Context: an optimization exercise on an open-source flow, tuned for small area, a short achievable clock period and few clock cycles per item. The choices shown serve that exercise and are no tape-out recipe. The RTL was checked by simulation tests, not by an equivalence proof against the original design.

==> flow/design.v <==
package iee_pkg;
    typedef logic [2:0] status_t;
    localparam status_t ST_OK   = 3'd0;
    localparam status_t ST_DIV0 = 3'd1;
    localparam status_t ST_MAL  = 3'd2;
    localparam status_t ST_OVF  = 3'd3;
    localparam status_t ST_SAT  = 3'd4;
    localparam status_t ST_BAD  = 3'd5;
endpackage
import iee_pkg::*;
module iee_alu #(
    parameter int VW = 48
) (
    input  logic            clk,
    input  logic            rst_n,
    input  logic            start,
    input  logic            isdiv,
    input  logic [VW-1:0]   a,
    input  logic [VW-1:0]   b,
    output logic            done,
    output logic [VW-1:0]   res,
    output logic            sat
);
    localparam int NB = 50;                  
    localparam int CW = 6;
    localparam int AW = 64;                  
    localparam logic [1:0] A_IDLE = 2'd0;
    localparam logic [1:0] A_RUN  = 2'd1;
    localparam logic [1:0] A_FIN  = 2'd2;
    localparam logic [1:0] A_PREP = 2'd3;
    logic [1:0]     st_reg;
    logic [CW-1:0]  cnt_reg;
    logic           div_reg, neg_reg, hi_reg;
    logic [VW-1:0]  ma_reg;                  
    logic [VW+1:0]  d3_reg;                  
    logic [NB-1:0]  mb_reg;                  
    logic [AW-1:0]  mh_reg;                  
    logic [AW-1:0]  ml_reg;                  
    logic [VW-1:0]  xa, yb;
    assign xa = a[VW-1] ? (~a + 1'b1) : a;
    assign yb = b[VW-1] ? (~b + 1'b1) : b;
    logic [NB-1:0]  mb_n;
    logic [AW-1:0]  mh_n, ml_n;
    logic [CW-1:0]  cnt_n;
    logic           hi_n, last_n;
    logic [VW+1:0]  r4;
    logic [VW+2:0]  s1, s2, s3;
    logic [AW+4:0]  t;
    always_comb
    begin
        mb_n   = mb_reg;
        ml_n   = ml_reg;
        mh_n   = mh_reg;
        cnt_n  = cnt_reg;
        hi_n   = hi_reg;
        last_n = 1'b0;
        t      = '0;
        r4     = {mh_reg[VW-1:0], mb_reg[NB-1:NB-2]};
        s1     = {1'b0, r4} - {3'b000, ma_reg};
        s2     = {1'b0, r4} - {2'b00, ma_reg, 1'b0};
        s3     = {1'b0, r4} - {1'b0, d3_reg};
        if (div_reg) begin
            if (!s3[VW+2]) begin
                mh_n = AW'(s3[VW-1:0]);
                ml_n = {ml_reg[AW-3:0], 2'd3};
            end else if (!s2[VW+2]) begin
                mh_n = AW'(s2[VW-1:0]);
                ml_n = {ml_reg[AW-3:0], 2'd2};
            end else if (!s1[VW+2]) begin
                mh_n = AW'(s1[VW-1:0]);
                ml_n = {ml_reg[AW-3:0], 2'd1};
            end else begin
                mh_n = AW'(r4[VW-1:0]);
                ml_n = {ml_reg[AW-3:0], 2'd0};
            end
            mb_n   = mb_reg << 2;
            cnt_n  = cnt_reg - CW'(2);
            last_n = (cnt_reg == CW'(2));
        end else begin
            t      = (AW+5)'(ml_reg) + (AW+5)'(mh_reg) * (AW+5)'(mb_reg[3:0]);
            ml_n   = t[AW-1:0];
            hi_n   = hi_reg || (t[AW+4:AW] != '0) ||
                     ((mh_reg[AW-1:AW-4] != '0) && (mb_reg[NB-1:4] != '0));
            mh_n   = mh_reg << 4;
            mb_n   = mb_reg >> 4;
            last_n = (mb_reg[NB-1:4] == '0);
        end
    end
    logic [VW-1:0]  p;
    logic           rb, ovf;
    always_comb
    begin
        if (div_reg) begin
            p  = ml_reg[NB-1:2];
            rb = ml_reg[1];
        end else begin
            p  = ml_reg[AW-1:16];
            rb = ml_reg[15];
        end
        if (neg_reg) ovf = hi_reg || (p[VW-1] && ((p[VW-2:0] != '0) || rb));
        else         ovf = hi_reg || p[VW-1] || ((&p[VW-2:0]) && rb);
        if (ovf) res = neg_reg ? {1'b1, {(VW-1){1'b0}}} : {1'b0, {(VW-1){1'b1}}};
        else     res = (p ^ {VW{neg_reg}}) + VW'(rb ^ neg_reg);
    end
    assign sat  = ovf;
    assign done = (st_reg == A_FIN);
    logic [VW-1:0]  ua, ub, aa, ab, la, lb;
    logic [5:0]     pa, pb;
    always_comb
    begin
        ua = a ^ {VW{a[VW-1]}};
        ub = b ^ {VW{b[VW-1]}};
        aa[VW-1] = 1'b0;
        ab[VW-1] = 1'b0;
        for (int i = VW - 2; i >= 0; i--) begin
            aa[i] = aa[i+1] | ua[i+1];
            ab[i] = ab[i+1] | ub[i+1];
        end
        la = ua & ~aa;
        lb = ub & ~ab;
        for (int j = 0; j < 6; j++) begin
            pa[j] = 1'b0;
            pb[j] = 1'b0;
            for (int i = 0; i < VW; i++) begin
                if ((i >> j) & 1) begin
                    pa[j] = pa[j] | la[i];
                    pb[j] = pb[j] | lb[i];
                end
            end
        end
    end
    logic [6:0]     msa_reg;
    logic [5:0]     msd_reg;
    logic [7:0]     kr;
    logic [5:0]     k;
    logic           hs_n;
    logic [VW+NB-1:0] win;
    always_comb
    begin
        kr = 8'd31 - 8'(msa_reg) + 8'(msd_reg);
        if (kr[7])               k = 6'd0;
        else if (kr >= 8'd48)    k = 6'd48;
        else                     k = {kr[5:1], 1'b0};
        win  = {mh_reg[VW-1:0], mb_reg} << k;
        hs_n = (ma_reg[VW-1:16] == '0) && (ma_reg[15:0] <= mh_reg[15:0]);
    end
    always_ff @(posedge clk or negedge rst_n)
    begin
        if (!rst_n) begin
            st_reg <= A_IDLE;
        end else begin
            case (st_reg)
                A_IDLE:  if (start) st_reg <= isdiv ? A_PREP : A_RUN;
                A_PREP:  st_reg <= hs_n ? A_FIN : A_RUN;
                A_RUN:   if (last_n) st_reg <= A_FIN;
                default: st_reg <= A_IDLE;
            endcase
        end
    end
    always_ff @(posedge clk)
    begin
        if (st_reg == A_IDLE) begin
            if (start) begin
                div_reg <= isdiv;
                neg_reg <= a[VW-1] ^ b[VW-1];
                msa_reg <= 7'(pa) + 7'(a[VW-1]);
                msd_reg <= pb;
                hi_reg  <= 1'b0;
                ml_reg  <= '0;
                if (isdiv) begin
                    ma_reg  <= yb;
                    mh_reg  <= AW'(xa[VW-1:32]);
                    mb_reg  <= {xa[31:0], 18'd0};
                end else begin
                    if (yb[15:0] == '0) begin
                        mh_reg <= {xa, 16'd0};
                        mb_reg <= NB'(yb[VW-1:16]);
                    end else begin
                        mh_reg <= AW'(xa);
                        mb_reg <= NB'(yb);
                    end
                end
            end
        end else if (st_reg == A_PREP) begin
            hi_reg  <= hs_n;
            d3_reg  <= {2'b00, ma_reg} + {1'b0, ma_reg, 1'b0};
            mh_reg  <= AW'(win[VW+NB-1:NB]);
            mb_reg  <= win[NB-1:0];
            cnt_reg <= CW'(NB) - CW'(k);
        end else if (st_reg == A_RUN) begin
            mb_reg  <= mb_n;
            ml_reg  <= ml_n;
            mh_reg  <= mh_n;
            cnt_reg <= cnt_n;
            hi_reg  <= hi_n;
        end
    end
endmodule
import iee_pkg::*;
module infix_expression_evaluator_unit (
    input  logic            clk,
    input  logic            rst_n,
    input  logic            in_valid,
    output logic            in_ready,
    input  logic [7:0]      char_code,
    input  logic            last,
    output logic            out_valid,
    input  logic            out_ready,
    output logic [47:0]     value,
    output logic [2:0]      status
);
    localparam int VW   = 48;
    localparam int SD   = 16;
    localparam int CNW  = 5;
    localparam int FRW  = 36;           
    localparam int TQ   = 4;            
    localparam int TW   = VW + 8;
    localparam logic [VW-1:0] VMAX = {1'b0, {(VW-1){1'b1}}};
    localparam logic [VW-1:0] VMIN = {1'b1, {(VW-1){1'b0}}};
    localparam logic [2:0] S_IDLE = 3'd0;
    localparam logic [2:0] S_END  = 3'd1;
    localparam logic [2:0] S_RED  = 3'd3;
    localparam logic [2:0] S_MD   = 3'd4;
    localparam logic [2:0] S_OUT  = 3'd5;
    localparam logic [1:0] C_OP  = 2'd0;
    localparam logic [1:0] C_RP  = 2'd1;
    localparam logic [1:0] C_END = 2'd2;
    localparam logic [2:0] K_NONE = 3'd0;
    localparam logic [2:0] K_LP   = 3'd1;
    localparam logic [2:0] K_RP   = 3'd2;
    localparam logic [2:0] K_OP   = 3'd3;
    localparam logic [2:0] K_BAD  = 3'd4;
    logic       chv, full;
    logic       c_lst, c_dig, c_dot, c_ws, c_lp, c_rp, c_op, c_md, c_sd;
    logic [3:0] c_d;
    logic       consume, take;
    logic [12:0] e0, e1, ein;
    assign in_ready = !full;
    assign take     = in_valid && !full;
    assign {c_lst, c_d, c_dig, c_dot, c_ws, c_lp, c_rp, c_op, c_md, c_sd} = e0;
    always_comb
    begin
        ein = {last, char_code[3:0],
               (char_code[7:4] == 4'h3) && (char_code[3:0] <= 4'd9),
               (char_code == 8'h2E),
               (char_code == 8'h20) || ((char_code >= 8'd9) && (char_code <= 8'd13)),
               (char_code == 8'h28),
               (char_code == 8'h29),
               (char_code == 8'h2A) || (char_code == 8'h2B) || (char_code == 8'h2D) || (char_code == 8'h2F),
               (char_code == 8'h2A) || (char_code == 8'h2F),
               (char_code == 8'h2D) || (char_code == 8'h2F)};
    end
    always_ff @(posedge clk or negedge rst_n)
    begin
        if (!rst_n) begin
            chv  <= 1'b0;
            full <= 1'b0;
        end else begin
            if (consume) begin
                chv  <= full || take;
                full <= 1'b0;
            end else begin
                chv  <= chv || take;
                full <= full || (chv && take);
            end
        end
    end
    always_ff @(posedge clk)
    begin
        if (consume ? !full : !chv) e0 <= ein;
        else if (consume) e0 <= e1;
        if (!consume && chv && take) e1 <= ein;
    end
    logic           innum_reg, innum_n, dot_reg, dot_n, dot2_reg, dot2_n;
    logic           fendp_reg, fendp_n;         
    logic [30:0]    ip_reg, ip_n;
    logic           nsat_reg, nsat_n;           
    logic           fsat_reg, fsat_n;           
    logic [FRW-1:0] fr_reg, fr_n;               
    logic [2:0]     fdig_reg, fdig_n;
    logic           tkv, tk_num, tk_sat, tk_lst;
    logic [2:0]     tk_k;
    logic           tk_md, tk_sd;
    logic [VW-1:0]  tk_val;
    logic           emit, tk_take, tk_free;
    logic [2:0]     em_k;
    logic [TW-1:0]  tq_e [TQ];
    logic [TW-1:0]  tq_in;
    logic [2:0]     tq_cnt;
    assign tkv = (tq_cnt != '0);
    assign {tk_num, tk_sat, tk_lst, tk_k, tk_md, tk_sd, tk_val} = tq_e[0];
    logic [17:0]    tq;
    logic [16:0]    fq;
    assign tq = {1'b0, fr_reg[FRW-1:FRW-17]} + 18'd1;
    assign fq = tq[17:1];
    logic [FRW-1:0] fw;
    always_comb
    begin
        case (fdig_reg)
            3'd0:    fw = 36'h199999999;
            3'd1:    fw = 36'h028f5c28f;
            3'd2:    fw = 36'h004189374;
            3'd3:    fw = 36'h00068db8b;
            3'd4:    fw = 36'h0000a7c5a;
            default: fw = 36'h000010c6f;
        endcase
    end
    logic           nsat_close;
    logic [VW-1:0]  nval;
    always_comb
    begin
        nsat_close = 1'b0;
        if (nsat_reg) begin
            nval = VMAX;
            nsat_close = (fq != '0);
        end else if (fq[16]) begin
            if (&ip_reg) begin
                nval = VMAX;
                nsat_close = 1'b1;
            end else begin
                nval = {1'b0, ip_reg + 31'd1, 16'd0};
            end
        end else begin
            nval = {1'b0, ip_reg, fq[15:0]};
        end
    end
    logic [34:0]    ipx;
    assign ipx = {ip_reg, 3'b000} + {3'b000, ip_reg, 1'b0} + 35'(c_d);
    always_comb
    begin
        innum_n  = innum_reg;
        dot_n    = dot_reg;
        dot2_n   = dot2_reg;
        fendp_n  = fendp_reg;
        ip_n     = ip_reg;
        nsat_n   = nsat_reg;
        fsat_n   = fsat_reg;
        fr_n     = fr_reg;
        fdig_n   = fdig_reg;
        consume  = 1'b0;
        emit     = 1'b0;
        em_k     = K_NONE;
        if (c_lp)      em_k = K_LP;
        else if (c_rp) em_k = K_RP;
        else if (c_op) em_k = K_OP;
        else if (!c_ws && !c_dig && !c_dot) em_k = K_BAD;
        if (fendp_reg) begin
            em_k = K_NONE;
            if (tk_free) begin
                emit = 1'b1;
                fendp_n = 1'b0;
            end
        end else if (chv) begin
            if (c_dig) begin
                consume = 1'b1;
                if (c_lst) fendp_n = 1'b1;
                if (!innum_reg) begin
                    innum_n = 1'b1; dot_n = 1'b0; dot2_n = 1'b0;
                    fr_n = '0;
                    fdig_n = '0; nsat_n = 1'b0; fsat_n = 1'b0;
                    ip_n = 31'(c_d);
                end else if (dot2_reg) begin
                end else if (dot_reg) begin
                    if (fdig_reg < 3'd6) begin
                        fr_n = fr_reg + fw * FRW'(c_d);
                        fdig_n = fdig_reg + 1'b1;
                    end
                end else begin
                    if (nsat_reg || ipx[34:31] != '0) begin
                        nsat_n = 1'b1;
                        fsat_n = 1'b1;
                    end else begin
                        ip_n = ipx[30:0];
                    end
                end
            end else if (c_dot) begin
                consume = 1'b1;
                if (c_lst) fendp_n = 1'b1;
                if (!innum_reg) begin
                    innum_n = 1'b1; dot_n = 1'b1; dot2_n = 1'b0;
                    fr_n = '0;
                    fdig_n = '0; nsat_n = 1'b0; fsat_n = 1'b0;
                    ip_n = '0;
                end else if (dot_reg) begin
                    dot2_n = 1'b1;
                end else begin
                    dot_n = 1'b1;
                end
            end else if (c_ws && !c_lst && !innum_reg) begin
                consume = 1'b1;
            end else if (tk_free) begin
                emit = 1'b1;
                consume = 1'b1;
            end
        end
        if (emit) innum_n = 1'b0;
    end
    always_ff @(posedge clk or negedge rst_n)
    begin
        if (!rst_n) begin
            innum_reg <= 1'b0;
            dot_reg   <= 1'b0;
            dot2_reg  <= 1'b0;
            fendp_reg <= 1'b0;
            tq_cnt    <= '0;
        end else begin
            innum_reg <= innum_n;
            dot_reg   <= dot_n;
            dot2_reg  <= dot2_n;
            fendp_reg <= fendp_n;
            tq_cnt    <= tq_cnt + 3'(emit) - 3'(tk_take);
        end
    end
    always_ff @(posedge clk)
    begin
        ip_reg   <= ip_n;
        nsat_reg <= nsat_n;
        fsat_reg <= fsat_n;
        fr_reg   <= fr_n;
        fdig_reg <= fdig_n;
        for (int i = 0; i < TQ; i++) begin
            if (emit && (3'(i) == tq_cnt - 3'(tk_take))) tq_e[i] <= tq_in;
            else if (tk_take && i < TQ - 1) tq_e[i] <= tq_e[(i < TQ - 1) ? i + 1 : i];
        end
    end
    assign tq_in = {innum_reg, innum_reg && (fsat_reg || nsat_close), fendp_reg || c_lst,
                    em_k, c_md, c_sd, nval};
    logic [2:0]     state_reg, state_n;
    logic [1:0]     ctx_reg, ctx_n;
    logic           pmd_reg, pmd_n, psd_reg, psd_n;      
    logic           elst_reg, elst_n;                    
    iee_pkg::status_t err_reg;
    iee_pkg::status_t err_n;
    logic [CNW-1:0] vcnt_reg, vcnt_n, ocnt_reg, ocnt_n;
    logic [VW-1:0]  vs [SD];
    logic [2:0]     os [SD];                
    logic           vpush, vpopw, opush, opop, opop2, orep;
    logic [VW-1:0]  vres;
    logic [2:0]     onew;
    logic [CNW-1:0] pc;
    logic           ov_reg, ov_n;
    logic [VW-1:0]  oval_reg, oval_n;
    iee_pkg::status_t ost_reg;
    iee_pkg::status_t ost_n;
    assign tk_take = (state_reg == S_IDLE) && tkv;
    assign tk_free = (tq_cnt != 3'(TQ)) || (state_reg == S_IDLE);
    logic           alu_start, alu_done, alu_sat;
    logic [VW-1:0]  alu_res;
    iee_alu #(.VW(VW)) u_alu (
        .clk   (clk),
        .rst_n (rst_n),
        .start (alu_start),
        .isdiv (os[0][0]),
        .a     (vs[1]),
        .b     (vs[0]),
        .done  (alu_done),
        .res   (alu_res),
        .sat   (alu_sat)
    );
    assign out_valid = ov_reg;
    assign value     = oval_reg;
    assign status    = ost_reg;
    logic [VW:0]    asum;
    logic [VW-1:0]  ares;
    logic           asat;
    assign asum = os[0][0] ? ({vs[1][VW-1], vs[1]} - {vs[0][VW-1], vs[0]})
                           : ({vs[1][VW-1], vs[1]} + {vs[0][VW-1], vs[0]});
    assign asat = (asum[VW] != asum[VW-1]);
    assign ares = asat ? (asum[VW] ? VMIN : VMAX) : asum[VW-1:0];
    logic hard;
    assign hard = (err_reg != ST_OK) && (err_reg != ST_SAT);
    logic           fin, fhard, ohard;
    iee_pkg::status_t fst;
    logic [VW-1:0]  fval;
    logic           nxt;        
    logic           red;
    always_comb
    begin
        state_n  = state_reg;
        ctx_n    = ctx_reg;
        pmd_n    = pmd_reg;
        psd_n    = psd_reg;
        elst_n   = elst_reg;
        err_n    = err_reg;
        vcnt_n   = vcnt_reg;
        ocnt_n   = ocnt_reg;
        ov_n     = ov_reg;
        oval_n   = oval_reg;
        ost_n    = ost_reg;
        vpush    = 1'b0;
        vpopw    = 1'b0;
        vres     = ares;
        opush    = 1'b0;
        opop     = 1'b0;
        opop2    = 1'b0;
        orep     = 1'b0;
        onew     = 3'b100;
        alu_start = 1'b0;
        fin      = 1'b0;
        nxt      = 1'b0;
        red      = 1'b0;
        fhard    = 1'b0;
        ohard    = 1'b0;
        fst      = ST_OK;
        fval     = '0;
        pc       = ocnt_reg - 1'b1;
        if (ov_reg && out_ready) ov_n = 1'b0;
        case (state_reg)
            S_IDLE:
            begin
                if (tkv) begin
                    if (hard) begin
                        if (tk_lst) fin = 1'b1;
                    end else begin
                        if (tk_num) begin
                            if (tk_sat && err_n == ST_OK) err_n = ST_SAT;
                            if (vcnt_reg >= CNW'(SD)) begin
                                if (err_n == ST_OK || err_n == ST_SAT) err_n = ST_OVF;
                            end else begin
                                vpush  = 1'b1;
                                vcnt_n = vcnt_reg + 1'b1;
                            end
                        end
                        state_n = tk_lst ? S_END : S_IDLE;
                        case (tk_k)
                            K_LP:
                            begin
                                if (ocnt_reg >= CNW'(SD)) begin
                                    if (err_n == ST_OK || err_n == ST_SAT) err_n = ST_OVF;
                                end else begin
                                    opush = 1'b1; onew = 3'b100;
                                    ocnt_n = ocnt_reg + 1'b1;
                                end
                            end
                            K_RP:
                            begin
                                if (ocnt_reg == '0) begin
                                    if (err_n == ST_OK || err_n == ST_SAT) err_n = ST_MAL;
                                end else if (os[0][2]) begin
                                    opop = 1'b1;
                                    ocnt_n = ocnt_reg - 1'b1;
                                end else begin
                                    ctx_n = C_RP; elst_n = tk_lst; state_n = S_RED;
                                end
                            end
                            K_OP:
                            begin
                                if (ocnt_reg != '0 && !os[0][2] && (os[0][1] || !tk_md)) begin
                                    ctx_n = C_OP; elst_n = tk_lst; pmd_n = tk_md; psd_n = tk_sd;
                                    state_n = S_RED;
                                end else if (ocnt_reg >= CNW'(SD)) begin
                                    if (err_n == ST_OK || err_n == ST_SAT) err_n = ST_OVF;
                                end else begin
                                    opush = 1'b1; onew = {1'b0, tk_md, tk_sd};
                                    ocnt_n = ocnt_reg + 1'b1;
                                end
                            end
                            K_BAD:
                            begin
                                if (err_n == ST_OK || err_n == ST_SAT) err_n = ST_BAD;
                            end
                            default:
                            begin
                                if (tk_lst) begin
                                    if ((err_n != ST_OK && err_n != ST_SAT) || ocnt_reg == '0) begin
                                        fin = 1'b1;
                                    end else if (os[0][2]) begin
                                        err_n = ST_MAL;
                                        fin = 1'b1;
                                    end else begin
                                        ctx_n = C_END; state_n = S_RED;
                                    end
                                end
                            end
                        endcase
                    end
                end
            end
            S_END:
            begin
                if (hard || ocnt_reg == '0) begin
                    fin = 1'b1;
                end else if (os[0][2]) begin
                    err_n = ST_MAL;
                    fin = 1'b1;
                end else begin
                    ctx_n = C_END; state_n = S_RED;
                end
            end
            S_RED:
            begin
                if (hard) begin
                    if (ctx_reg == C_END) fin = 1'b1;
                    else state_n = elst_reg ? S_END : S_IDLE;
                end else begin
                    case (ctx_reg)
                        C_RP:
                        begin
                            if (ocnt_reg == '0) begin
                                err_n = ST_MAL;
                                state_n = elst_reg ? S_END : S_IDLE;
                            end else if (os[0][2]) begin
                                opop = 1'b1;
                                ocnt_n = ocnt_reg - 1'b1;
                                state_n = elst_reg ? S_END : S_IDLE;
                            end else begin
                                red = 1'b1;
                            end
                        end
                        C_OP:
                        begin
                            if (ocnt_reg != '0 && !os[0][2] && (os[0][1] || !pmd_reg)) begin
                                red = 1'b1;
                            end else begin
                                if (ocnt_reg >= CNW'(SD)) begin
                                    err_n = ST_OVF;
                                end else begin
                                    opush = 1'b1; onew = {1'b0, pmd_reg, psd_reg};
                                    ocnt_n = ocnt_reg + 1'b1;
                                end
                                state_n = elst_reg ? S_END : S_IDLE;
                            end
                        end
                        default:
                        begin
                            if (ocnt_reg == '0) begin
                                fin = 1'b1;
                            end else if (os[0][2]) begin
                                err_n = ST_MAL;
                                fin = 1'b1;
                            end else begin
                                red = 1'b1;
                            end
                        end
                    endcase
                    if (red) begin
                        if (vcnt_reg < CNW'(2)) begin
                            opop = 1'b1;
                            ocnt_n = ocnt_reg - 1'b1;
                            err_n = ST_MAL;
                        end else if (!os[0][1]) begin
                            opop = 1'b1;
                            ocnt_n = ocnt_reg - 1'b1;
                            vpopw = 1'b1; vres = ares;
                            vcnt_n = vcnt_reg - 1'b1;
                            if (asat && err_n == ST_OK) err_n = ST_SAT;
                            nxt = 1'b1;
                        end else if (os[0][0] && vs[0] == '0) begin
                            opop = 1'b1;
                            ocnt_n = ocnt_reg - 1'b1;
                            vpopw = 1'b1; vres = '0;
                            vcnt_n = vcnt_reg - 1'b1;
                            err_n = ST_DIV0;
                        end else begin
                            alu_start = 1'b1;
                            state_n = S_MD;
                        end
                    end
                end
            end
            S_MD:
            begin
                if (alu_done) begin
                    opop = 1'b1;
                    ocnt_n = ocnt_reg - 1'b1;
                    vpopw = 1'b1; vres = alu_res;
                    vcnt_n = vcnt_reg - 1'b1;
                    if (alu_sat && err_n == ST_OK) err_n = ST_SAT;
                    state_n = S_RED;
                    nxt = 1'b1;
                end
            end
            S_OUT:
            begin
                fin = 1'b1;
            end
            default: state_n = S_IDLE;
        endcase
        if (nxt) begin
            case (ctx_reg)
                C_OP:
                begin
                    if (!(pc != '0 && !os[1][2] && (os[1][1] || !pmd_reg))) begin
                        opop = 1'b0; orep = 1'b1; onew = {1'b0, pmd_reg, psd_reg};
                        ocnt_n = ocnt_reg;
                        state_n = elst_reg ? S_END : S_IDLE;
                    end
                end
                C_RP:
                begin
                    if (pc == '0) begin
                        err_n = ST_MAL;
                        state_n = elst_reg ? S_END : S_IDLE;
                    end else if (os[1][2]) begin
                        opop = 1'b0; opop2 = 1'b1;
                        ocnt_n = ocnt_reg - 2'd2;
                        state_n = elst_reg ? S_END : S_IDLE;
                    end
                end
                default:
                begin
                    if (pc == '0) begin
                        fin = 1'b1;
                    end else if (os[1][2]) begin
                        err_n = ST_MAL;
                        fin = 1'b1;
                    end
                end
            endcase
        end
        if (fin) begin
            fhard = (err_n != ST_OK) && (err_n != ST_SAT);
            fst   = (!fhard && vcnt_n != CNW'(1)) ? ST_MAL : err_n;
            ohard = (fst != ST_OK) && (fst != ST_SAT);
            fval  = ohard ? '0 : (vpush ? tk_val : (vpopw ? vres : vs[0]));
            if (!ov_reg) begin
                ov_n    = 1'b1;
                oval_n  = fval;
                ost_n   = fst;
                vcnt_n  = '0;
                ocnt_n  = '0;
                err_n   = ST_OK;
                state_n = S_IDLE;
            end else begin
                state_n = S_OUT;
            end
        end
    end
    always_ff @(posedge clk or negedge rst_n)
    begin
        if (!rst_n) begin
            state_reg <= S_IDLE;
            ctx_reg   <= C_OP;
            elst_reg  <= 1'b0;
            err_reg   <= ST_OK;
            vcnt_reg  <= '0;
            ocnt_reg  <= '0;
            ov_reg    <= 1'b0;
        end else begin
            state_reg <= state_n;
            ctx_reg   <= ctx_n;
            elst_reg  <= elst_n;
            err_reg   <= err_n;
            vcnt_reg  <= vcnt_n;
            ocnt_reg  <= ocnt_n;
            ov_reg    <= ov_n;
        end
    end
    always_ff @(posedge clk)
    begin
        pmd_reg  <= pmd_n;
        psd_reg  <= psd_n;
        oval_reg <= oval_n;
        ost_reg  <= ost_n;
    end
    always_ff @(posedge clk)
    begin
        if (vpush) begin
            vs[0] <= tk_val;
            for (int i = 1; i < SD; i++) vs[i] <= vs[i-1];
        end else if (vpopw) begin
            vs[0] <= vres;
            for (int i = 1; i < SD - 1; i++) vs[i] <= vs[i+1];
        end
        if (opush) begin
            os[0] <= onew;
            for (int i = 1; i < SD; i++) os[i] <= os[i-1];
        end else if (orep) begin
            os[0] <= onew;
        end else if (opop) begin
            for (int i = 0; i < SD - 1; i++) os[i] <= os[i+1];
        end else if (opop2) begin
            for (int i = 0; i < SD - 2; i++) os[i] <= os[i+2];
        end
    end
endmodule
==> flow/run.sh <==
#!/bin/bash
# synth_recipe.tcl (not shown) runs the flow's synth.tcl, then flattens the netlist and writes it again
# the make line also repeats each setting of config.mk as NAME=value (left out here)
make -C /OpenROAD-flow-scripts/flow DESIGN_CONFIG=/design/flow/config.mk WORK_HOME=/design/flow/orfs CLKGATE_MAP_FILE= SYNTH_SCRIPT=/design/flow/synth_recipe.tcl finish
==> flow/config.mk <==
export PLATFORM = sky130hd
export DESIGN_NAME = infix_expression_evaluator_unit
export DESIGN_NICKNAME = infix_expression_evaluator_unit
export VERILOG_FILES = /design/flow/design.v
export SDC_FILE = /design/flow/constraint.sdc
export NUM_CORES = 4
export LEC_CHECK = 0
export CAP_MARGIN = 20
export CORE_MARGIN = 2
export CORE_UTILIZATION = 40
export SETUP_SLACK_MARGIN = 5
export SLEW_MARGIN = 20
==> flow/constraint.sdc <==
create_clock -name core_clock -period 14.0 [get_ports {clk}]
set_input_delay 2.8000 -clock core_clock [delete_from_list [all_inputs] [get_ports {clk}]]
set_output_delay 2.8000 -clock core_clock [all_outputs]
set_load 0.01 [all_outputs]
==> results.cfg, run 1 <==
[critical_path]
crit_chain = nor4_1, nand4_1, nor2_2, and4bb_1, nand2_1, nor4_4, nand2_1, or3_1, or4_4, and2_1, xnor2_1, ha_1, and4_1, and3_1, o2111ai_2, and2_1, xnor2_1, xor2_4, buf_4, o2111ai_1, o211ai_1, o22a_1, and2_1
cp-end-kind = flop
cp.arrival_ns = 8.25
r2r-end = oval_reg[35]
critical_path.most_common_cell = and2_1
crit_type = flop to flop
r2r-start = vs[0][20]
crit_path_max_fanout = 22
critical_path_required_ns = 14.76
cpPeakStageDelay_ns = 0.70
rrSetupSlack_ns = 6.51
worst_setup_path_start_kind = flop
cp_slowest_cell = nor4_1
rr_worst_depth = 23

[floorplanning]
rows = 192
core_area_sq_um = 273000
die-width_microns = 528
initial_utilization_pct = 40.2
pin_count = 66
dieArea_sq_um = 279000
die_h_microns = 528

[clock_tree]
clock_latency_ns = 0.90
htree_levels = 4
clock_path_buffers = 4
post_cts_resized = 0
cts_root_buf = clkbuf_16
cts_tree = built
cts_buffers = 183
path_clk_slew_ns = 0.07
clock_sinks = 1514
ctsHoldBuffers = 0
post-cts-setup-buffers = 0

[global_route]
track_usage_pct = 28.7
grt_pass1_vias = 89820
grt_max_degree = 212
antenna_found_initial = 26
grt_overflow = 0
grt_pass1_wl_microns = 604000
met2_usage_pct = 44.1
busiest_layer = met2
grt_use_met1_pct = 38.7
grt_use_met3_pct = 4.71

[route]
drt_iter0_drc = 10912
drcViolationCount = 0
routed_wl_microns = 411000
dr.pass1.iters = 10
ant_nets = 0
wire_per_inst_microns = 26.0
num_vias = 93268
post_drt_via_cell_ratio = 5.92

[layout]
largestRegisters = vs x768, tq_e x220
drive_above_1_share_pct = 6.06
regMostFlops = vs
final_common_cell = nand2_1
syn_to_final_growth_pct = 9.57
nFillCells = 26554
layout_common_cells = nand2_1 (3010), edfxtp_1 (1435), nor2_1 (812)
final_cell_count_no_fill = 15763
nets = 12816
largest_reg_flops = 768

[sta]
period_needed_ns = 7.49
tightestPinTransition_ns = 1.33
rsz0062_at_grt = false
slew_viol_final = 0
tns_ns = 0
fmax_mhz = 134
finClkSkew_ns = 0.0864
relSlewSlack_pct = 10.2
post-route-period-util_pct = 53.5
finalSetupViolCount = 0
hold_violations = 0

[status]
status = no timing/DRC/antenna violations

[place]
place_inst = 15411
gp_congestion = 1.01
hpwl_microns = 305000
portBuffers = 65

[synthesis]
synth_edf_count = 1435
async_reset_ff_share_pct = 2.05
postSynthAreaPerCell_sq_um = 8.99
ys_seq_area_share_pct = 40.8
synthFlopType = edfxtp_1
yosysTopAreaCell = edfxtp_1
netlist_area_sq_um = 110000
synthCells = 12225
synth-seq-cells = 1514
synth.distinct_cells = 127
netlist.area_leader.share_pct = 39.2
syn_nets = 13032
yosysWarnings = 8
synthTopCellsByArea = edfxtp_1 (39%), nand2_1 (10%), ha_1 (5.8%)

[worst_hold_path]
holdCritPathClass = flop to flop
hold_start = vs[14][0]
hold-path-cell-count = 0
hold-path-endpoint = vs[15][0]

[flow_run]
maxCapViolCount = 0
[worst max-delay path by stage]
| stage | slack (ns) | start | cells after the start | to |
|---|---|---|---|---|
| after global placement | 6.79 | vs[0][12] | 23 | oval_reg[36] |
| after global routing | 6.03 | vs[0][1] | 25 | oval_reg[36] |
| final | 6.51 | vs[0][20] | 23 | oval_reg[35] |
| after CTS | 6.69 | vs[0][20] | 22 | oval_reg[28] |
| after floorplan | 1.59 | ocnt_reg[1] | 10 | vs[10][0] |
| after detailed placement | 6.72 | vs[0][20] | 23 | oval_reg[36] |
[cells in the mapped netlist, types with 46 or more instances]
| library cell | count |
|---|---|
| o21bai_1 | 53 |
| o21ai_0 | 617 |
| nand4_1 | 66 |
| a221oi_1 | 59 |
| buf_2 | 67 |
| a22oi_1 | 47 |
| or3_1 | 55 |
| clkbuf_1 | 548 |
| o211ai_1 | 63 |
| edfxtp_1 | 1435 |
| and2_1 | 181 |
| dfxtp_1 | 48 |
| nor4_1 | 59 |
| o221ai_1 | 72 |
| nand2_1 | 3017 |
| a21o_1 | 210 |
| o31ai_1 | 49 |
| ha_1 | 511 |
| o21a_1 | 66 |
| mux2i_1 | 356 |
| xor2_1 | 175 |
| o22ai_1 | 83 |
| and3_1 | 74 |
| nor2_1 | 822 |
| a211oi_1 | 97 |
| buf_1 | 46 |
| nor2b_1 | 88 |
| a21oi_1 | 773 |
| mux2_2 | 63 |
| inv_1 | 599 |
| nand3_1 | 174 |
| xnor2_1 | 420 |
| nor3_1 | 176 |
| a31oi_1 | 91 |
| nand2b_1 | 92 |
| fa_1 | 283 |
[area by class of cell]
type,count,area [sq um],share of cell area [%]
antenna,16,40.0,0.0333
clock buffer,229,4850,4.03
clock inverter,105,1000,0.833
inverter,603,2280,1.90
multi-input combinational,9430,60600,50.3
sequential,1514,44800,37.2
tap,3589,4490,3.73
timing repair buffer,277,2310,1.92
[per-layer routing]
layer,wire length (microns),part of all wire (%)
met1,174000,42
met2,180000,44
met3,31200,7.6
met4,25100,6.1
met5,80,0.019
[through the flow]
stage,hold slack [ns],util [%],worst slack (ns),instance area (sq um)
after floorplan,0.423,-,1.59,110000
after global routing,0.465,44.0,6.03,120000
after detailed placement,0.434,41.9,6.72,114000
final,0.448,44.0,6.51,120000
after CTS,0.438,44.0,6.69,120000
after global placement,0.430,41.9,6.79,114000
[critical path, delay by kind of cell, from the launching register on]
family	cells	cell delay, ns
AOI/OAI and AO/OA	4	0.76
and+or+nand+nor	14	4.28
DFF	1	0.44
xor gates and xnor gates	3	1.00
adders and majority gates	1	0.46
buffers and inverters	1	0.43
[logic make-up (layout without fill, tap and decap cells)]
group           after synthesis  after routing  synth area share (%)
simple gates               4961           4961                  19.4
compound gates             2645           2645                  15.3
flops                      1514           1514                  40.8
buf+inv                    1281           1214                  4.53
fa+ha+maj                   794            794                  11.0
xor+xnor                    599            599                  4.83
mux                         430            430                  4.09
other cells                   1             17               0.00341
Testbench counts, summed over its fixed seeds: cycles 25,432, exprs 512.
==> run 2, diff against run 1 <==
--- a/flow/design.v
+++ b/flow/design.v
@@ -19,7 +19,8 @@
     input  logic [VW-1:0]   b,
     output logic            done,
     output logic [VW-1:0]   res,
-    output logic            sat
+    output logic            sat,
+    output logic            div0
 );
     localparam int NB = 50;                  
     localparam int CW = 6;
@@ -30,7 +31,7 @@
     localparam logic [1:0] A_PREP = 2'd3;
     logic [1:0]     st_reg;
     logic [CW-1:0]  cnt_reg;
-    logic           div_reg, neg_reg, hi_reg;
+    logic           div_reg, neg_reg, hi_reg, d0_reg;
     logic [VW-1:0]  ma_reg;                  
     logic [VW+1:0]  d3_reg;                  
     logic [NB-1:0]  mb_reg;                  
@@ -103,6 +104,7 @@
         else     res = (p ^ {VW{neg_reg}}) + VW'(rb ^ neg_reg);
     end
     assign sat  = ovf;
+    assign div0 = d0_reg;
     assign done = (st_reg == A_FIN);
     logic [VW-1:0]  ua, ub, aa, ab, la, lb;
     logic [5:0]     pa, pb;
@@ -166,6 +168,7 @@
                 msa_reg <= 7'(pa) + 7'(a[VW-1]);
                 msd_reg <= pb;
                 hi_reg  <= 1'b0;
+                d0_reg  <= 1'b0;
                 ml_reg  <= '0;
                 if (isdiv) begin
                     ma_reg  <= yb;
@@ -183,6 +186,7 @@
             end
         end else if (st_reg == A_PREP) begin
             hi_reg  <= hs_n;
+            d0_reg  <= (ma_reg == '0);
             d3_reg  <= {2'b00, ma_reg} + {1'b0, ma_reg, 1'b0};
             mh_reg  <= AW'(win[VW+NB-1:NB]);
             mb_reg  <= win[NB-1:0];
@@ -273,6 +277,8 @@
     end
     logic           innum_reg, innum_n, dot_reg, dot_n, dot2_reg, dot2_n;
     logic           fendp_reg, fendp_n;         
+    logic           fcl_reg, fcl_n;             
+    logic           em_l, fresh;
     logic [30:0]    ip_reg, ip_n;
     logic           nsat_reg, nsat_n;           
     logic           fsat_reg, fsat_n;           
@@ -293,16 +299,15 @@
     logic [16:0]    fq;
     assign tq = {1'b0, fr_reg[FRW-1:FRW-17]} + 18'd1;
     assign fq = tq[17:1];
-    logic [FRW-1:0] fw;
+    logic [FRW-1:0] fw_reg, fw_n, fw_nx;
     always_comb
     begin
         case (fdig_reg)
-            3'd0:    fw = 36'h199999999;
-            3'd1:    fw = 36'h028f5c28f;
-            3'd2:    fw = 36'h004189374;
-            3'd3:    fw = 36'h00068db8b;
-            3'd4:    fw = 36'h0000a7c5a;
-            default: fw = 36'h000010c6f;
+            3'd0:    fw_nx = 36'h028f5c28f;
+            3'd1:    fw_nx = 36'h004189374;
+            3'd2:    fw_nx = 36'h00068db8b;
+            3'd3:    fw_nx = 36'h0000a7c5a;
+            default: fw_nx = 36'h000010c6f;
         endcase
     end
     logic           nsat_close;
@@ -332,13 +337,17 @@
         dot_n    = dot_reg;
         dot2_n   = dot2_reg;
         fendp_n  = fendp_reg;
+        fcl_n    = fcl_reg;
         ip_n     = ip_reg;
         nsat_n   = nsat_reg;
         fsat_n   = fsat_reg;
         fr_n     = fr_reg;
+        fw_n     = fw_reg;
         fdig_n   = fdig_reg;
         consume  = 1'b0;
         emit     = 1'b0;
+        em_l     = c_lst;
+        fresh    = 1'b0;
         em_k     = K_NONE;
         if (c_lp)      em_k = K_LP;
         else if (c_rp) em_k = K_RP;
@@ -346,23 +355,30 @@
         else if (!c_ws && !c_dig && !c_dot) em_k = K_BAD;
         if (fendp_reg) begin
             em_k = K_NONE;
+            em_l = 1'b1;
             if (tk_free) begin
                 emit = 1'b1;
                 fendp_n = 1'b0;
+                fresh = 1'b1;
             end
         end else if (chv) begin
-            if (c_dig) begin
+            if ((c_dig || c_dot) && innum_reg && fcl_reg) begin
+                em_k = K_NONE;
+                em_l = 1'b0;
+                if (tk_free) begin
+                    emit = 1'b1;
+                    fresh = 1'b1;
+                end
+            end else if (c_dig) begin
                 consume = 1'b1;
                 if (c_lst) fendp_n = 1'b1;
                 if (!innum_reg) begin
-                    innum_n = 1'b1; dot_n = 1'b0; dot2_n = 1'b0;
-                    fr_n = '0;
-                    fdig_n = '0; nsat_n = 1'b0; fsat_n = 1'b0;
-                    ip_n = 31'(c_d);
+                    fresh = 1'b1;
                 end else if (dot2_reg) begin
                 end else if (dot_reg) begin
                     if (fdig_reg < 3'd6) begin
-                        fr_n = fr_reg + fw * FRW'(c_d);
+                        fr_n = fr_reg + fw_reg * FRW'(c_d);
+                        fw_n = fw_nx;
                         fdig_n = fdig_reg + 1'b1;
                     end
                 end else begin
@@ -377,23 +393,36 @@
                 consume = 1'b1;
                 if (c_lst) fendp_n = 1'b1;
                 if (!innum_reg) begin
-                    innum_n = 1'b1; dot_n = 1'b1; dot2_n = 1'b0;
-                    fr_n = '0;
-                    fdig_n = '0; nsat_n = 1'b0; fsat_n = 1'b0;
-                    ip_n = '0;
+                    fresh = 1'b1;
                 end else if (dot_reg) begin
                     dot2_n = 1'b1;
                 end else begin
                     dot_n = 1'b1;
                 end
-            end else if (c_ws && !c_lst && !innum_reg) begin
+            end else if (c_ws && !c_lst) begin
                 consume = 1'b1;
+                if (innum_reg) fcl_n = 1'b1;
             end else if (tk_free) begin
                 emit = 1'b1;
                 consume = 1'b1;
             end
         end
-        if (emit) innum_n = 1'b0;
+        if (emit) begin
+            innum_n = 1'b0;
+            fcl_n   = 1'b0;
+        end
+        if (fresh && chv) begin
+            if (c_dig || c_dot) begin
+                consume = 1'b1;
+                if (c_lst) fendp_n = 1'b1;
+                innum_n = 1'b1; dot_n = c_dot; dot2_n = 1'b0; fcl_n = 1'b0;
+                fr_n = '0; fw_n = 36'h199999999;
+                fdig_n = '0; nsat_n = 1'b0; fsat_n = 1'b0;
+                ip_n = c_dig ? 31'(c_d) : 31'd0;
+            end else if (c_ws && !c_lst) begin
+                consume = 1'b1;
+            end
+        end
     end
     always_ff @(posedge clk or negedge rst_n)
     begin
@@ -402,12 +431,14 @@
             dot_reg   <= 1'b0;
             dot2_reg  <= 1'b0;
             fendp_reg <= 1'b0;
+            fcl_reg   <= 1'b0;
             tq_cnt    <= '0;
         end else begin
             innum_reg <= innum_n;
             dot_reg   <= dot_n;
             dot2_reg  <= dot2_n;
             fendp_reg <= fendp_n;
+            fcl_reg   <= fcl_n;
             tq_cnt    <= tq_cnt + 3'(emit) - 3'(tk_take);
         end
     end
@@ -417,13 +448,14 @@
         nsat_reg <= nsat_n;
         fsat_reg <= fsat_n;
         fr_reg   <= fr_n;
+        fw_reg   <= fw_n;
         fdig_reg <= fdig_n;
         for (int i = 0; i < TQ; i++) begin
             if (emit && (3'(i) == tq_cnt - 3'(tk_take))) tq_e[i] <= tq_in;
             else if (tk_take && i < TQ - 1) tq_e[i] <= tq_e[(i < TQ - 1) ? i + 1 : i];
         end
     end
-    assign tq_in = {innum_reg, innum_reg && (fsat_reg || nsat_close), fendp_reg || c_lst,
+    assign tq_in = {innum_reg, innum_reg && (fsat_reg || nsat_close), em_l,
                     em_k, c_md, c_sd, nval};
     logic [2:0]     state_reg, state_n;
     logic [1:0]     ctx_reg, ctx_n;
@@ -439,12 +471,15 @@
     logic [2:0]     onew;
     logic [CNW-1:0] pc;
     logic           ov_reg, ov_n;
+    logic           op_reg, op_n;               
+    iee_pkg::status_t opst_reg;
+    iee_pkg::status_t opst_n;
     logic [VW-1:0]  oval_reg, oval_n;
     iee_pkg::status_t ost_reg;
     iee_pkg::status_t ost_n;
     assign tk_take = (state_reg == S_IDLE) && tkv;
     assign tk_free = (tq_cnt != 3'(TQ)) || (state_reg == S_IDLE);
-    logic           alu_start, alu_done, alu_sat;
+    logic           alu_start, alu_done, alu_sat, alu_d0;
     logic [VW-1:0]  alu_res;
     iee_alu #(.VW(VW)) u_alu (
         .clk   (clk),
@@ -455,7 +490,8 @@
         .b     (vs[0]),
         .done  (alu_done),
         .res   (alu_res),
-        .sat   (alu_sat)
+        .sat   (alu_sat),
+        .div0  (alu_d0)
     );
     assign out_valid = ov_reg;
     assign value     = oval_reg;
@@ -463,15 +499,15 @@
     logic [VW:0]    asum;
     logic [VW-1:0]  ares;
     logic           asat;
-    assign asum = os[0][0] ? ({vs[1][VW-1], vs[1]} - {vs[0][VW-1], vs[0]})
-                           : ({vs[1][VW-1], vs[1]} + {vs[0][VW-1], vs[0]});
+    logic [VW:0]    abx;
+    assign abx  = {vs[0][VW-1], vs[0]} ^ {(VW+1){os[0][0]}};
+    assign asum = {vs[1][VW-1], vs[1]} + abx + (VW+1)'(os[0][0]);
     assign asat = (asum[VW] != asum[VW-1]);
     assign ares = asat ? (asum[VW] ? VMIN : VMAX) : asum[VW-1:0];
     logic hard;
     assign hard = (err_reg != ST_OK) && (err_reg != ST_SAT);
     logic           fin, fhard, ohard;
     iee_pkg::status_t fst;
-    logic [VW-1:0]  fval;
     logic           nxt;        
     logic           red;
     always_comb
@@ -487,6 +523,8 @@
         ov_n     = ov_reg;
         oval_n   = oval_reg;
         ost_n    = ost_reg;
+        op_n     = 1'b0;
+        opst_n   = opst_reg;
         vpush    = 1'b0;
         vpopw    = 1'b0;
         vres     = ares;
@@ -502,9 +540,13 @@
         fhard    = 1'b0;
         ohard    = 1'b0;
         fst      = ST_OK;
-        fval     = '0;
         pc       = ocnt_reg - 1'b1;
         if (ov_reg && out_ready) ov_n = 1'b0;
+        if (op_reg) begin
+            ov_n   = 1'b1;
+            ost_n  = opst_reg;
+            oval_n = ((opst_reg != ST_OK) && (opst_reg != ST_SAT)) ? '0 : vs[0];
+        end
         case (state_reg)
             S_IDLE:
             begin
@@ -645,12 +687,6 @@
                             vcnt_n = vcnt_reg - 1'b1;
                             if (asat && err_n == ST_OK) err_n = ST_SAT;
                             nxt = 1'b1;
-                        end else if (os[0][0] && vs[0] == '0) begin
-                            opop = 1'b1;
-                            ocnt_n = ocnt_reg - 1'b1;
-                            vpopw = 1'b1; vres = '0;
-                            vcnt_n = vcnt_reg - 1'b1;
-                            err_n = ST_DIV0;
                         end else begin
                             alu_start = 1'b1;
                             state_n = S_MD;
@@ -665,9 +701,13 @@
                     ocnt_n = ocnt_reg - 1'b1;
                     vpopw = 1'b1; vres = alu_res;
                     vcnt_n = vcnt_reg - 1'b1;
-                    if (alu_sat && err_n == ST_OK) err_n = ST_SAT;
                     state_n = S_RED;
-                    nxt = 1'b1;
+                    if (alu_d0) begin
+                        err_n = ST_DIV0;
+                    end else begin
+                        if (alu_sat && err_n == ST_OK) err_n = ST_SAT;
+                        nxt = 1'b1;
+                    end
                 end
             end
             S_OUT:
@@ -712,11 +752,9 @@
             fhard = (err_n != ST_OK) && (err_n != ST_SAT);
             fst   = (!fhard && vcnt_n != CNW'(1)) ? ST_MAL : err_n;
             ohard = (fst != ST_OK) && (fst != ST_SAT);
-            fval  = ohard ? '0 : (vpush ? tk_val : (vpopw ? vres : vs[0]));
-            if (!ov_reg) begin
-                ov_n    = 1'b1;
-                oval_n  = fval;
-                ost_n   = fst;
+            if (!ov_reg && !op_reg) begin
+                op_n    = 1'b1;
+                opst_n  = fst;
                 vcnt_n  = '0;
                 ocnt_n  = '0;
                 err_n   = ST_OK;
@@ -736,6 +774,7 @@
             vcnt_reg  <= '0;
             ocnt_reg  <= '0;
             ov_reg    <= 1'b0;
+            op_reg    <= 1'b0;
         end else begin
             state_reg <= state_n;
             ctx_reg   <= ctx_n;
@@ -744,6 +783,7 @@
             vcnt_reg  <= vcnt_n;
             ocnt_reg  <= ocnt_n;
             ov_reg    <= ov_n;
+            op_reg    <= op_n;
         end
     end
     always_ff @(posedge clk)
@@ -752,6 +792,7 @@
         psd_reg  <= psd_n;
         oval_reg <= oval_n;
         ost_reg  <= ost_n;
+        opst_reg <= opst_n;
     end
     always_ff @(posedge clk)
     begin
==> flow/flow/run.sh (new file) <==
#!/bin/bash
# Layout: the standard layout (standard.sh), with the timing repair aiming
# further below the clock period (SETUP_SLACK_MARGIN 8 instead of 5). The clock
# period, the constraints and every other setting are the standard flow's own.
set -euo pipefail
sed -e 's/SETUP_SLACK_MARGIN=5/SETUP_SLACK_MARGIN=8/' standard.sh > standard_m.sh
grep -q 'SETUP_SLACK_MARGIN=8' standard_m.sh
bash standard_m.sh > layout.log 2>&1
==> flow/standard.sh (new file) <==
#!/bin/bash
# synth_recipe.tcl (not shown) runs the flow's synth.tcl, then flattens the netlist and writes it again
# the make line also repeats each setting of config.mk as NAME=value (left out here)
make -C /OpenROAD-flow-scripts/flow DESIGN_CONFIG=/design/flow/config.mk WORK_HOME=/design/flow/orfs CLKGATE_MAP_FILE= SYNTH_SCRIPT=/design/flow/synth_recipe.tcl "${@:-finish}"
removed: flow/run.sh
==> run 2 against run 1 <==
  * Still clean on timing, DRC and antenna
  * Critical path type unchanged
  * First-iteration DRC count grew 7.4%
  * Sequential share of layout area decreased by 0.39 points
  * Sequential cell count increased by 43
  * Worst hold slack worse by 0.022 ns
  * Cell area is 2.6% higher
  * Non-clock buffer count rose by 28
  * Setup slack gained 1.3 ns
  * Critical endpoint is now vs[0][11]
==> results.cfg, run 2 <==
[place]
gp_congestion = 1.04
portBuffers = 65
place_inst = 16071
hpwl_microns = 290000

[clock_tree]
cts_buffers = 188
htree_levels = 4
clock_path_buffers = 4
cts_tree = built
path_clk_slew_ns = 0.07
cts_root_buf = clkbuf_16
clock_latency_ns = 0.92
clock_sinks = 1557

[synthesis]
syn_nets = 13668
synth.most_common_cell = nand2_1
synth.distinct_cells = 106
synthFlopType = edfxtp_1
synthTopCellsByArea = edfxtp_1 (38%), nand2_1 (11%), ha_1 (5.6%)
yosys-top-cells-count = nand2_1 (3313), edfxtp_1 (1416), o21ai_0 (790)
postSynthAreaPerCell_sq_um = 8.80
async_reset_ff_share_pct = 2.12
yosysTopAreaCell = edfxtp_1
ys_seq_area_share_pct = 40.2
netlist.area_leader.share_pct = 37.6
synthCells = 12856
netlist_area_sq_um = 113000
synth_edf_count = 1416
synth-seq-cells = 1557
yosysWarnings = 8

[layout]
largestRegisters = vs x768, tq_e x220
final_common_cell = nand2_1
regMostFlops = vs
nets = 13358
final_cell_count_no_fill = 16433
syn_to_final_growth_pct = 9.18
largest_reg_flops = 768
layout_common_cells = nand2_1 (3303), edfxtp_1 (1416), o21ai_0 (784)
drive_above_1_share_pct = 5.98

[floorplanning]
die_h_microns = 536
pin_count = 66
initial_utilization_pct = 40.1
rows = 195
core_area_sq_um = 282000
dieArea_sq_um = 287000
die-width_microns = 536

[route]
post_drt_via_cell_ratio = 5.90
ant_nets = 0
drcViolationCount = 0
num_vias = 96876
wire_per_inst_microns = 24.2
drt_iter0_drc = 11722
routed_wl_microns = 398000
dr.pass1.iters = 9

[global_route]
grt_max_degree = 215
grt_pass1_vias = 89683
grt_overflow = 0
grt_pass1_wl_microns = 590000
track_usage_pct = 26.9
antenna_found_initial = 12

[critical_path]
cp_slowest_cell = o21ai_0
critical_path_required_ns = 14.76
crit_family = compound AO/OA/AOI/OAI gates
crit_chain = buf_4, buf_4, mux2i_1, and4_1, nand4b_1, a2111oi_0, a311oi_1, or2_1, o21ai_0, o21ai_0, a21oi_1
cpPeakStageDelay_ns = 0.84
r2r-start = u_alu.div_reg
startpoint = u_alu.div_reg
critPathBufInv = 2
crit_path_max_fanout = 54
worst_setup_path_start_kind = flop
cp-end-kind = flop
cp.arrival_ns = 6.92
crit_type = flop to flop

[sta]
period_needed_ns = 6.16
fmax_mhz = 162
tns_ns = 0
post-route-period-util_pct = 44.0
slew_viol_final = 0
hold-worst-slack_ns = 0.426
hold_violations = 0
relSlewSlack_pct = 14.3
finClkSkew_ns = 0.114
finalSetupViolCount = 0
tightestPinTransition_ns = 1.28
rsz0062_at_grt = true

[flow_run]
maxCapViolCount = 0

[worst_hold_path]
hold_start = opst_reg[2]
holdCritPathClass = flop to flop

[status]
status = no timing/DRC/antenna violations
run 2: changes by cell type after synthesis, moves of 39 or more:
cell and change:
nand2_1 +296, o21ai_0 +173, clkbuf_1 +126, nor2_1 -98, mux2i_1 -74, xnor2_1 -72
dfxtp_1 +60, xor2_1 +52, a211oi_1 +51, inv_1 -48, nand4_1 +44, o221ai_1 -39
run 2: metrics by stage:
stage,setup WS (ns),cell area [sq um],utilization [%]
CTS,7.81,123000,43.7
detailed placement,7.31,117000,41.6
finish,7.84,124000,43.8
global route,7.79,124000,43.8
global placement,7.38,117000,41.6
floorplan,7.89,113000,-
run 2: routing by layer:
layer | vias to the layer above | GRT usage (%) | part of all wire, %
met2 | 4305 | 38.9 | 42
met3 | 955 | 5.89 | 9.2
met4 | 8 | 12.5 | 5.5
met1 | 46843 | 38.0 | 44
met5 | - | 0 | 0.015
li1 | 44765 | - | -
run 2: kinds of logic (layout without fill, tap and decap cells):
group | Yosys count | after routing | share of synthesized area, %
mux | 359 | 359 | 3.37
buf+inv | 1362 | 1191 | 4.66
flops | 1557 | 1557 | 40.2
fa+ha+maj | 799 | 799 | 10.8
simple gates | 5238 | 5238 | 19.8
compound gates | 2964 | 2964 | 16.7
xor+xnor | 576 | 576 | 4.47
other cells | 1 | 6 | 0.00331
run 2: repair_timing:
action / 4_1_cts / 5_1_grt
hold buffers: 0 / 0
setup buffers: 4 / 23
gates resized for setup: 18 / 47
endpoints found under the setup margin: 46 / 345
run 2: final cells by class:
type                       count  area (sq um)
antenna                        5          12.5
inverter                     557          2110
sequential                  1557         45500
clock inverter                85           688
multi-input combinational   9937         62900
timing repair buffer         305          2570
fill                       27806        158000
tap                         3743          4680
clock buffer                 244          5020
run 2: path summary, 6_finish.rpt:
check,cells after the start,to,slack (ns)
max,11,vs[0][11],7.84
min in group asynchronous,2,chv,1.98
max reg2reg,11,vs[0][11],7.84
min,0,ost_reg[2],0.43
min reg2reg,0,ost_reg[2],0.43
max in group asynchronous,2,op_reg,11.48
Testbench counts of run 2, summed over its fixed seeds: cycles 24,866, exprs 512.
==> run 3, diff against run 2 <==
==> flow/run.sh (new file) <==
#!/bin/bash
# synth_recipe.tcl (not shown) runs the flow's synth.tcl, then flattens the netlist and writes it again
# the make line also repeats each setting of config.mk as NAME=value (left out here)
make -C /OpenROAD-flow-scripts/flow DESIGN_CONFIG=/design/flow/config.mk WORK_HOME=/design/flow/orfs CLKGATE_MAP_FILE= SYNTH_SCRIPT=/design/flow/synth_recipe.tcl finish
--- a/flow/config.mk
+++ b/flow/config.mk
@@ -8,5 +8,4 @@
 export CAP_MARGIN = 20
 export CORE_MARGIN = 2
 export CORE_UTILIZATION = 40
-export SETUP_SLACK_MARGIN = 5
 export SLEW_MARGIN = 20
removed: flow/flow/run.sh
removed: flow/standard.sh
==> run 3 against run 2 <==
  * Now fails the layout checks on capacitance limit, slew limit
  * Largest cell class unchanged
  * Routed wire length rose by 0.97%
  * First-iteration DRC count rose by 0.84%
  * Sequential share of layout area about the same
  * Highest routed layer unchanged
  * Core utilization decreased by 0.055 points
  * Synthesized cell count did not move
==> results.cfg, run 3 <==
[worst_hold_path]
hold-path-cell-count = 0
hold-path-endpoint = ost_reg[2]
holdCritPathClass = flop to flop
hold_start = opst_reg[2]

[synthesis]
async_reset_ff_share_pct = 2.12
synth-seq-cells = 1557
synth_edf_count = 1416
netlist_area_sq_um = 113000
syn_nets = 13668
yosys-top-cells-count = nand2_1 (3313), edfxtp_1 (1416), o21ai_0 (790)
yosysWarnings = 8
netlist.area_leader.share_pct = 37.6
synthFlopType = edfxtp_1
ys_seq_area_share_pct = 40.2
yosysTopAreaCell = edfxtp_1
postSynthAreaPerCell_sq_um = 8.80
synthCells = 12856
synthTopCellsByArea = edfxtp_1 (38%), nand2_1 (11%), ha_1 (5.6%)
synth.most_common_cell = nand2_1
synth.distinct_cells = 106

[sta]
rsz0062_at_grt = false
tightestPinTransition_ns = 1.50
tns_ns = 0
fmax_mhz = 144
period_needed_ns = 6.93
post-route-period-util_pct = 49.5
relSlewSlack_pct = -0.518
hold_violations = 0
finalSetupViolCount = 0
slew_viol_final = 1
finClkSkew_ns = 0.0647

[route]
drt_iter0_drc = 11820
post_drt_via_cell_ratio = 5.91
drcViolationCount = 0
drt-met1-wl_microns = 170000
routed_wl_microns = 402000
wl_met2_microns = 166000
dr.pass1.iters = 8
dr_wl_met3_microns = 38800
top_layer = met5
ant_nets = 0
wire_per_inst_microns = 24.5
num_vias = 97023

[layout]
syn_to_final_growth_pct = 9.04
largestRegisters = vs x768, tq_e x220
drive_above_1_share_pct = 5.85
fin_area_sq_um = 123000
layout_common_cells = nand2_1 (3306), edfxtp_1 (1416), o21ai_0 (788)
nets = 13343
largest_reg_flops = 768
regMostFlops = vs
final_common_cell = nand2_1

[critical_path]
rrSetupSlack_ns = 7.07
critical_path_required_ns = 14.58
r2r-start = u_alu.msa_reg[5]
cp.arrival_ns = 7.51
crit_path_max_fanout = 45
cpPeakStageDelay_ns = 0.92
cp_slowest_cell = nor4_1
worst_setup_path_start_kind = flop
crit_chain = ha_1, inv_1, ha_1, or3b_2, nand3_1, or3_1, a2111oi_4, buf_4, clkinv_2, buf_4, nand2_1, o221a_2, a31o_2, nor4_1, a21oi_1, o211ai_1, o21ai_1
rr_worst_depth = 17
crit_type = flop to flop
cp-end-kind = flop
r2r-end = u_alu.mh_reg[47]

[clock_tree]
cts_tree = built
clock_sinks = 1557
cts_root_buf = clkbuf_16
clock_latency_ns = 0.88
htree_levels = 4
path_clk_slew_ns = 0.06
post_cts_resized = 0
cts_buffers = 182
post-cts-setup-buffers = 0
clock_path_buffers = 4
ctsHoldBuffers = 0

[flow_run]
maxCapViolCount = 1

[place]
gp_congestion = 1.07
portBuffers = 65
hpwl_microns = 290000
placed_cell_area_sq_um = 117000

[floorplanning]
dieArea_sq_um = 287000
pin_count = 66
core_area_sq_um = 282000
initial_utilization_pct = 40.1
die-width_microns = 536
die_h_microns = 536
rows = 195

[global_route]
track_usage_pct = 27.2
grt_overflow = 0
grt_max_degree = 230
grt_pass1_vias = 90435
antenna_found_initial = 13
grt_pass1_wl_microns = 596000

[status]
status = failed layout checks
failed_checks = capacitance limit, slew limit
run 3: cell count changes in the layout (fill, tap and decap cells not counted), sizes merged, moves of 2 or more:
cell	before	now
bufinv	8	14
clkinv	62	77
diode	5	7
buf	240	230
inv	564	559
clkbuf	244	221
run 3: worst max path at each step:
stage,from,endpoint,cells past startpoint
after global placement,u_alu.mb_reg[3],u_alu.hi_reg,18
after CTS,u_alu.msa_reg[5],u_alu.mh_reg[47],17
after detailed placement,u_alu.msa_reg[5],u_alu.mh_reg[47],17
after global routing,u_alu.msd_reg[3],u_alu.mh_reg[47],16
after floorplan,ocnt_reg[0],opst_reg[1],13
final,u_alu.msa_reg[5],u_alu.mh_reg[47],17
run 3: layer usage:
metal  vias to the layer above  GRT usage, %
met1                     46725          37.3
met2                      4393          39.4
met4                        10          15.1
li1                      44738             -
met5                         -        0.0666
met3                      1157          6.25
run 3: cell type report:
| type | instances | area [sq um] |
|---|---|---|
| clock inverters | 102 | 980 |
| well taps | 3743 | 4680 |
| fillers | 27769 | 158000 |
| flip-flops and latches | 1557 | 45500 |
| multi-input cells | 9937 | 62800 |
| clock buffers | 220 | 4840 |
| repair buffers | 296 | 2470 |
| diodes | 7 | 17.5 |
| inverters | 557 | 2100 |
run 3: worst max-delay path: cells and delay by family, from the launching register on:
kind | cells | cell delay [ns]
AND/OR/NAND/NOR | 5 | 2.80
buffers and inverters | 4 | 1.46
AO/OA/AOI/OAI | 6 | 1.22
adder cells (fa/ha/maj) | 2 | 0.64
flip-flops | 1 | 0.39
run 3: logic make-up after synthesis:
logic type / after synthesis / synth area share (%)
adder cells (fa/ha/maj): 799 / 10.8
other: 1 / 0.00331
buffers and inverters: 1362 / 4.66
AND/OR/NAND/NOR: 5238 / 19.8
AO/OA/AOI/OAI: 2964 / 16.7
flip-flops: 1557 / 40.2
XOR/XNOR: 576 / 4.47
multiplexers: 359 / 3.37
run 3: metrics by stage:
stage / hold slack [ns] / instances / utilization [%] / setup WS (ns)
floorplan: 0.400 / 12856 / - / 1.67
global placement: 0.416 / 16086 / 41.7 / 7.60
detailed placement: 0.415 / 16088 / 41.7 / 7.48
CTS: 0.427 / 16410 / 43.8 / 7.42
global route: 0.429 / 16413 / 43.8 / 6.94
finish: 0.426 / 16419 / 43.8 / 7.07
==> run 4, diff against run 3 <==
--- a/flow/config.mk
+++ b/flow/config.mk
@@ -8,4 +8,5 @@
 export CAP_MARGIN = 20
 export CORE_MARGIN = 2
 export CORE_UTILIZATION = 40
+export SETUP_SLACK_MARGIN = 5
 export SLEW_MARGIN = 20
==> run 4 against run 3 <==
  * Now clean on timing, DRC and antenna
  * Global-route usage increased by 0.12 points
  * Register-to-register slack got worse by 0.03 ns
  * Non-clock buffer count increased by 2
  * Largest cell class unchanged
  * Cell area increased by 0.36%
==> results.cfg, run 4 <==
[floorplanning]
rows = 195
dieArea_sq_um = 287000
die-width_microns = 536
initial_utilization_pct = 40.1
die_h_microns = 536
pin_count = 66
core_area_sq_um = 282000

[synthesis]
yosys.area_share.xor_xnor_pct = 4.47
synthFlopType = edfxtp_1
synth_top_family_by_area = simple AND/OR/NAND/NOR gates
netlist_area_sq_um = 113000
synthCells = 12856
synth_compound_area_share_pct = 16.7
synth.distinct_cells = 106
synth_edf_count = 1416
yosys.area_share.simple_pct = 19.8
synthTopCellsByArea = edfxtp_1 (38%), nand2_1 (11%), ha_1 (5.6%)
yosys-top-cells-count = nand2_1 (3313), edfxtp_1 (1416), o21ai_0 (790)
synth.most_common_cell = nand2_1
yosysWarnings = 8
async_reset_ff_share_pct = 2.12
netlist.area_leader.share_pct = 37.6
ys_seq_area_share_pct = 40.2
yosysTopAreaCell = edfxtp_1
synth-seq-cells = 1557
postSynthAreaPerCell_sq_um = 8.80
syn_nets = 13668
synth_mux_area_share_pct = 3.37

[critical_path]
cp.arrival_ns = 7.54
cpPeakStageDelay_ns = 0.70
rr_worst_depth = 18
r2r-end = u_alu.hi_reg
setup.worst_path.end = u_alu.hi_reg
r2r-start = u_alu.mb_reg[1]
critical_path.most_common_cell = fa_1
startpoint = u_alu.mb_reg[1]
cp_num_cells = 18
crit_type = flop to flop
worst_setup_path_start_kind = flop
crit_chain = buf_4, nand2_1, fa_1, fa_1, fa_1, inv_1, ha_1, a211oi_1, nor2_1, o21ai_0, o221ai_1, o21ai_0, a41oi_1, o2111ai_1, o31ai_1, xor2_1, nor4_1, a311oi_1
crit_path_max_fanout = 64
critical_path_required_ns = 14.58
critPathBufInv = 2
cp_slowest_cell = buf_4
rrSetupSlack_ns = 7.03

[global_route]
grt_max_degree = 234
grt_pass1_wl_microns = 598000
track_usage_pct = 27.3
grt_pass1_vias = 91163
grt_overflow = 0

[layout]
final_cell_count_no_fill = 16439
layout_common_cells = nand2_1 (3306), edfxtp_1 (1416), o21ai_0 (789)
drive_above_1_share_pct = 6.00
nets = 13350
regMostFlops = vs
largestRegisters = vs x768, tq_e x220
syn_to_final_growth_pct = 9.43
post-route-util_pct = 43.9
largest_reg_flops = 768
final_common_cell = nand2_1
nFillCells = 27703

[clock_tree]
post-cts-setup-buffers = 0
clock_latency_ns = 0.89
post_cts_resized = 0
cts_tree = built
path_clk_slew_ns = 0.06
htree_levels = 4
ctsHoldBuffers = 0
cts_buffers = 187
clock_sinks = 1557

[sta]
relSlewSlack_pct = 12.2
hold_violations = 0
hold-worst-slack_ns = 0.429
finalSetupViolCount = 0
tightestPinTransition_ns = 1.31
tns_ns = 0
fmax_mhz = 144
rsz0062_at_grt = false
period_needed_ns = 6.97
slew_viol_final = 0

[place]
gp_congestion = 1.06
portBuffers = 65
hpwl_microns = 292000
place_inst = 16090

[route]
post_drt_via_cell_ratio = 5.91
routed_wl_microns = 404000
drt_iter0_drc = 11856
ant_nets = 0
num_vias = 97202
dr.pass1.iters = 8
drcViolationCount = 0
wire_per_inst_microns = 24.6

[status]
status = no timing/DRC/antenna violations

[worst_hold_path]
holdCritPathClass = flop to flop

[flow_run]
maxCapViolCount = 0
-- run 4: kinds of logic (layout without fill, tap and decap cells) --
kind of cell | Yosys count | count (layout)
compound gates | 2964 | 2964
buf+inv | 1362 | 1196
fa+ha+maj | 799 | 799
flops | 1557 | 1557
simple gates | 5238 | 5238
other cells | 1 | 7
mux | 359 | 359
xor+xnor | 576 | 576
-- run 4: routing by layer --
metal,share of wire [%],vias to the layer above,track usage [%],wire length (microns)
met2,42,4423,40.0,170000
li1,-,44753,-,-
met1,42,46884,36.9,169000
met3,9.6,1114,6.46,38600
met4,6.5,28,15.3,26400
met5,0.069,-,0.133,279
-- run 4: through the flow --
step / instance area (sq um) / setup WS [ns]
floorplan: 113000 / 5.60
global placement: 117000 / 7.30
detailed placement: 117000 / 7.23
CTS: 124000 / 7.21
global route: 124000 / 6.76
finish: 124000 / 7.03
-- run 4: worst min-delay path by stage --
stage | start | endpoint | slack (ns) | cells after the start
2_1_floorplan | opst_reg[2] | ost_reg[2] | 0.40 | 0
3_3_place_gp | opst_reg[2] | ost_reg[2] | 0.42 | 0
3_5_place_dp | opst_reg[2] | ost_reg[2] | 0.41 | 0
4_1_cts | opst_reg[2] | ost_reg[2] | 0.43 | 0
5_1_grt | vs[14][4] | vs[15][4] | 0.45 | 0
6_report | opst_reg[2] | ost_reg[2] | 0.43 | 0
-- run 4: final cells by class --
class / count / area, sq um / share of cell area, %
timing repair buffer: 298 / 2460 / 1.99
inverter: 557 / 2100 / 1.70
clock inverter: 110 / 1280 / 1.04
antenna: 6 / 15.0 / 0.0121
sequential: 1557 / 45500 / 36.8
clock buffer: 231 / 4990 / 4.03
multi-input combinational: 9937 / 62800 / 50.7
tap: 3743 / 4680 / 3.78

==> static timing again, ports no longer ideal <==
The flow's constraints put no driver on any port. The routed layouts listed below were extracted and timed again, unchanged, in two steps.
Step 1 assumes that a clkbuf_16 drives the clock port and a buf_2 every other input.
Step 2, shift: input delay + t, output delay - t, t = (earliest + latest rising clock arrival at the registers) / 2. This alone moves slack from input paths to output paths.
Slacks: ideal / step 1 / step 2; pairs: ideal / step 1.
run | shift t [ns] | setup slack, ns | hold slack, ns | worst setup path at the end | latest minus earliest clock arrival (ns)
run 1 | 0.948 | 6.514 / 6.514 / 6.514 | 0.448 / 0.448 / 0.448 | register to register | 0.087 / 0.087
run 2 | 0.960 | 7.839 / 7.839 / 7.839 | 0.426 / 0.426 / 0.426 | register to register | 0.114 / 0.114
run 3 | 0.945 | 7.065 / 7.065 / 7.065 | 0.426 / 0.426 / 0.426 | register to register | 0.066 / 0.066
run 4 | 0.954 | 7.033 / 7.033 / 7.033 | 0.429 / 0.429 / 0.429 | register to register | 0.066 / 0.066
